Source: an optimization exercise on an open RTL-to-GDS flow (aim: small area and a short achievable clock period). Production flows keep margins and buffers that such runs may drop. Where RTL was checked, it was by simulation tests only, not by an equivalence proof against the original.

==> flow/design.v (excerpt) <==
module dft_bin_acc
#(
    parameter int N      = 256,
    parameter int PH_LAT = 6,
    parameter int ACC_W  = dft_pkg::ACC_W_DEF
) (
    input  logic                     CK,
    input  logic                     RST,
    input  logic                     START,
    input  logic signed [dft_pkg::PH_W-1:0]   cos0,
    input  logic signed [dft_pkg::PH_W-1:0]   sin0,
    input  logic signed [dft_pkg::PH_W-1:0]   cos1,
    input  logic signed [dft_pkg::PH_W-1:0]   sin1,
    output logic [dft_pkg::ADDR_W-1:0]        smp_addr,
    input  logic signed [dft_pkg::SMP_W-1:0]  smp_data,
    output logic signed [ACC_W-1:0]  re0,
    output logic signed [ACC_W-1:0]  im0,
    output logic signed [ACC_W-1:0]  re1,
    output logic signed [ACC_W-1:0]  im1,
    output logic                     busy,
    output logic                     done
    ,
    output logic [ACC_W-1:0]         mag0,
    output logic [ACC_W-1:0]         mag1
);
For scale: roughly 390 I/O pins, roughly 67,000 µm² of cells after synthesis.
export LEC_CHECK = 0
export CAP_MARGIN = 20
export CORE_MARGIN = 2
export CORE_UTILIZATION = 40
export CTS_CLUSTER_DIAMETER = 100
export CTS_CLUSTER_SIZE = 24
export SETUP_SLACK_MARGIN = 3.5
export SLEW_MARGIN = 20
export SYNTH_HIERARCHICAL = 1
create_clock -name core_clock -period 9.5 [get_ports {CK}]
standard.sh (not shown) runs the stock make flow with config.mk's settings and CLKGATE_MAP_FILE= SYNTH_SCRIPT=/design/flow/synth_recipe.tcl, a recipe that flattens the netlist after the stock synthesis.
==> flow/flow/run.sh <==
#!/bin/bash
# The standard layout (the standard.sh, unchanged synthesis), except that the
# buffers placed on the ports are plain buffers (buf_2, which timing repair may
# upsize) instead of the delay-type buffer buffer_ports picks by default.
set -euo pipefail
bash standard.sh synth > synth.log 2>&1
bash standard.sh "BUFFER_PORTS_ARGS=-buffer_cell sky130_fd_sc_hd__buf_2" finish > layout.log 2>&1
The starting point produced a clean layout.
Change:
- SETUP_SLACK_MARGIN: 3.5 -> 4.0
After rerunning: Cell area goes up by 5.6%; clock-buffer cell count goes up by 2; clock skew goes down by 0.0034 ns; register-to-register slack improves by 0.50 ns; sequential share of layout area goes down by 1.0 points; first-iteration DRC count goes up by 8.0%; area after synthesis does not change; synthesized cell count does not change; routed wire length goes up by 3.1%.
Change:
- SETUP_SLACK_MARGIN: 4.0 -> 3.7
Outcome: Clock skew stays flat. Wire length goes down by 1.7%. Worst setup slack gets worse by 0.23 ns. Core utilization goes down by 1.8 points. First-iteration DRC count goes down by 7.3%. Via count goes down by 1.6%.

* * *

dft_bin_acc, a different RTL version from the one above (not shown whole).
Size in the first run: roughly 6800 cells after synthesis, roughly 390 I/O pins, ~0.072 mm^2 of cells after synthesis.
Settings: LEC_CHECK=0, CAP_MARGIN=20, CORE_MARGIN=2, CORE_UTILIZATION=40, CTS_CLUSTER_DIAMETER=100, CTS_CLUSTER_SIZE=24, SETUP_SLACK_MARGIN=3.5, SLEW_MARGIN=20, SYNTH_HIERARCHICAL=1; clock period 9.5 ns.
Scripts as last shown in full above: flow/flow/run.sh
==> next run, changes <==
--- a/flow/config.mk
+++ b/flow/config.mk
@@ -11,5 +11,5 @@
 export CTS_CLUSTER_DIAMETER = 100
 export CTS_CLUSTER_SIZE = 24
-export SETUP_SLACK_MARGIN = 3.5
+export SETUP_SLACK_MARGIN = 3.9
 export SLEW_MARGIN = 20
 export SYNTH_HIERARCHICAL = 1
What happened:
- The changed run completed with no timing, DRC or antenna violations
- maximum frequency goes up by 6.5%
- final area goes up by 2.8%
- register-to-register slack is better by 0.36 ns
- synthesized area stays the same
No run of this note included a check of the RTL's function; only the layout flow was run.

* * *

dft_bin_acc, a different RTL version from the one above (not shown whole).
Size: about 390 I/O pins, roughly 68000 µm² of cells after synthesis.
==> flow/config.mk <==
export PLATFORM = sky130hd
export DESIGN_NAME = dft_bin_acc
export DESIGN_NICKNAME = dft_bin_acc
export VERILOG_FILES = /design/flow/design.v
export SDC_FILE = /design/flow/constraint.sdc
export NUM_CORES = 4
export LEC_CHECK = 0
export CAP_MARGIN = 20
export CORE_MARGIN = 2
export CORE_UTILIZATION = 40
export CTS_CLUSTER_DIAMETER = 100
export CTS_CLUSTER_SIZE = 24
export SETUP_SLACK_MARGIN = 4.3
export SLEW_MARGIN = 20
export SYNTH_HIERARCHICAL = 1
==> flow/constraint.sdc <==
create_clock -name core_clock -period 9.5 [get_ports {CK}]
set_input_delay 1.9000 -clock core_clock [delete_from_list [all_inputs] [get_ports {CK}]]
set_output_delay 1.9000 -clock core_clock [all_outputs]
set_load 0.01 [all_outputs]
Scripts as last shown in full above: flow/flow/run.sh
==> next run, changes <==
SETUP_SLACK_MARGIN = 3.8   (was 4.3)
Effect: Wire length is lower by 3.2%; core utilization goes down by 3.3 points; synthesized area does not change; count of clock-buffer cells in the layout climbs by 3.
==> next run, changes <==
CTS_CLUSTER_DIAMETER = 110   (was 100)
CTS_CLUSTER_SIZE = 28   (was 24)
SETUP_SLACK_MARGIN = 4.0   (was 3.8)
The changed run finished with timing, DRC and antenna clean.
Cell area climbs by 1.1%.
Wire length goes up by 1.2%.
Clock-buffer cell count decreases by 11.
==> next run, changes <==
CTS_CLUSTER_DIAMETER = 100   (was 110)
CTS_CLUSTER_SIZE = 24   (was 28)
SETUP_SLACK_MARGIN = 4.1   (was 4.0)
Outcome: Area after synthesis is unchanged; worst setup slack improves by 70 ps; count of clock-buffer cells in the layout climbs by 12; clock skew goes up by 3.2 ps; design area grows by 0.91%; sequential share of layout area fell by 0.17 points; non-clock buffer count climbs by 16.

* * *

== lane 1 ==
Another version of the RTL of dft_bin_acc (not shown whole).
Size: ~390 I/O pins.
Settings: LEC_CHECK=0, CAP_MARGIN=20, CORE_MARGIN=2, CORE_UTILIZATION=65, CTS_CLUSTER_DIAMETER=100, CTS_CLUSTER_SIZE=24, PLACE_DENSITY=0.8, SETUP_SLACK_MARGIN=3.7, SLEW_MARGIN=20, SYNTH_HIERARCHICAL=1; clock period 9.5 ns.
Scripts as last shown in full above: flow/flow/run.sh
[inputs] lane 2 vs lane 1
Settings: swapping 24 for 28 in CTS_CLUSTER_SIZE; clearing PLACE_DENSITY, which used to be 0.8; swapping 65 for 40 in CORE_UTILIZATION; swapping 100 for 110 in CTS_CLUSTER_DIAMETER.
Results
- Lane 2 vs lane 1 on slew at the pin closest to its max-slew limit: lane 2 is the higher one.
- Side by side, shortest period the worst path allows turned out lower in lane 2 than in lane 1.
- Fraction of area in clock buffers and inverters essentially unchanged between lane 1 and lane 2.
- Compared with lane 1, lane 2 shows routed length on met2 that has gone up by more than 10%.
- Delta (lane 2 minus lane 1): area growth from synthesis to final layout moved up.
- Compared with lane 1, lane 2 shows a non-clock buffer area fraction after layout that is 0.15 points higher.
The following lists how lane 3 was set up differently from lane 2:
Settings: CTS_CLUSTER_DIAMETER: 110 -> 100; PLACE_DENSITY: unset -> 0.7; CORE_UTILIZATION: 40 -> 55; CTS_CLUSTER_SIZE: 28 -> 24.
==> comparison <==
The higher design area of lane 2 and lane 3 is in lane 2.
Relative to lane 2, the sequential share of cell area of lane 3 is higher by 0.28 points.
Fmax: lane 3 above lane 2
The final HPWL from detailed placement in lane 3 was lower than what lane 2 gave.
Post-route core utilization: lane 3 vs lane 2 up 15 points
Lane 3 ends up with a number of global-route vias before repair that is 503 lower than in lane 2.
No run of this note included a check of the RTL's function; only the layout flow was run.

* * *

Setup of the baseline:
dft_bin_acc, a different RTL version from the one above (not shown whole).
Size in the first run: ~6700 cells after synthesis, roughly 390 I/O pins.
==> flow/config.mk <==
export PLATFORM = sky130hd
export DESIGN_NAME = dft_bin_acc
export DESIGN_NICKNAME = dft_bin_acc
export VERILOG_FILES = /design/flow/design.v
export SDC_FILE = /design/flow/constraint.sdc
export NUM_CORES = 4
export LEC_CHECK = 0
export CAP_MARGIN = 20
export CORE_MARGIN = 2
export CORE_UTILIZATION = 40
export SETUP_SLACK_MARGIN = 4.5
export SLEW_MARGIN = 20
export SYNTH_HIERARCHICAL = 1
==> flow/constraint.sdc <==
create_clock -name core_clock -period 9.5 [get_ports {CK}]
set_input_delay 1.9000 -clock core_clock [delete_from_list [all_inputs] [get_ports {CK}]]
set_output_delay 1.9000 -clock core_clock [all_outputs]
set_load 0.01 [all_outputs]
run.sh (not shown) runs the stock make flow with config.mk's settings and CLKGATE_MAP_FILE= SYNTH_SCRIPT=/design/flow/synth_recipe.tcl, a recipe that flattens the netlist after the stock synthesis.
Stock flow here: none of the scripts above is used.
The following lists how the candidate was set up differently from the baseline:
# the baseline
export LEC_CHECK = 0
export CAP_MARGIN = 20
export CORE_MARGIN = 2
export CORE_UTILIZATION = 40
export SETUP_SLACK_MARGIN = 4.5
export SLEW_MARGIN = 20
export SYNTH_HIERARCHICAL = 1
create_clock -name core_clock -period 9.5 [get_ports {CK}]
# the candidate
export LEC_CHECK = 0
export CAP_MARGIN = 20
export CORE_MARGIN = 2
export CORE_UTILIZATION = 40
export SLEW_MARGIN = 20
export SYNTH_HIERARCHICAL = 1
create_clock -name core_clock -period 9.5 [get_ports {CK}]
Findings:
- The candidate went all the way through synthesis, placement and routing and the layout is clean on timing, DRC and antenna.
- When the candidate is measured against the baseline, its post-CTS resize count turns out 873 lower.
- In the candidate the final non-filler cell area turned out 12% lower than in the baseline.
- Looking at share of the clock period used by the worst path after layout, the candidate sits 22 points higher than the baseline does.
- Re number of rows created at floorplan: no difference whatsoever between the baseline and the candidate.
- Diff the baseline -> the candidate | fill cell instance count of the final layout | increase of 6.7%
- First-pass GRT wire length is higher on the baseline
- On time the worst path needs with I/O delays and setup, the lower figure sits with the baseline, not the candidate.
- Of the two values seen for critical path launch point, u_im1.c_q[4]$_DFF_PP1_ was produced by the baseline and u_re0.s_q[17]$_DFF_PP0_ by the candidate.
- First-iteration DRC count: the candidate vs the baseline down 333
- Via count was higher in the baseline than in the candidate.

## what the ideal ports hide
In the flow no input, the clock included, has a driving cell. The finished layouts below were timed again as built, in two steps.
Step 1 sets driving cells, clkbuf_16 on the clock port and buf_2 on the other inputs (assumed; they add their load-dependent delay and slew).
Step 2, shift: input delay + t, output delay - t, t = (earliest + latest rising clock arrival at the registers) / 2. This alone moves slack from input paths to output paths.
Slacks: ideal ports / drivers / drivers and shift; pairs: ideal ports / drivers.
run | shift t [ns] | setup slack, ns | worst hold slack (ns) | worst setup path after step 2 | clock arrival spread, ns
the first run of note 1 | 0.721 | 3.513 / 3.513 / 3.375 | 0.625 / 0.625 / 0.625 | input to register | 0.048 / 0.048
the second run of note 1 | 0.726 | 4.016 / 4.016 / 3.401 | 0.621 / 0.621 / 0.621 | input to register | 0.039 / 0.039
the third run of note 1 | 0.722 | 3.784 / 3.784 / 3.366 | 0.625 / 0.625 / 0.625 | input to register | 0.041 / 0.041
the first run of note 2 | 0.728 | 3.528 / 3.528 / 3.302 | 0.633 / 0.633 / 0.633 | input to register | 0.038 / 0.038
the second run of note 2 | 0.742 | 3.891 / 3.891 / 3.334 | 0.660 / 0.660 / 0.660 | input to register | 0.037 / 0.037
the first run of note 3 | 0.718 | 4.256 / 4.208 / 3.573 | 0.623 / 0.623 / 0.623 | input to register | 0.050 / 0.050
the second run of note 3 | 0.718 | 3.960 / 3.883 / 3.390 | 0.621 / 0.621 / 0.621 | input to register | 0.050 / 0.051
the third run of note 3 | 0.781 | 4.104 / 4.032 / 3.272 | 0.626 / 0.626 / 0.626 | input to register | 0.045 / 0.046
the fourth run of note 3 | 0.720 | 4.174 / 4.128 / 3.408 | 0.620 / 0.620 / 0.620 | input to register | 0.047 / 0.047
lane 1 | 0.694 | 3.696 / 3.696 / 3.487 | 0.621 / 0.621 / 0.621 | input to register | 0.044 / 0.044
lane 2 | 0.710 | 3.744 / 3.662 / 3.304 | 0.627 / 0.627 / 0.627 | input to register | 0.060 / 0.060
lane 3 | 0.699 | 3.768 / 3.768 / 3.535 | 0.615 / 0.615 / 0.615 | input to register | 0.041 / 0.042
the baseline | 0.790 | 3.651 / 3.651 / 3.651 | 0.632 / 0.632 / 0.632 | register to register | 0.046 / 0.046
the candidate | 0.764 | 1.601 / 1.601 / 1.601 | 0.635 / 0.635 / 0.635 | register to register | 0.044 / 0.045
After both steps every run listed still meets setup and hold. For the third run of note 3, which loses most, drivers alone change the setup slack by -0.072 ns; drivers and shift together by -0.832 ns.
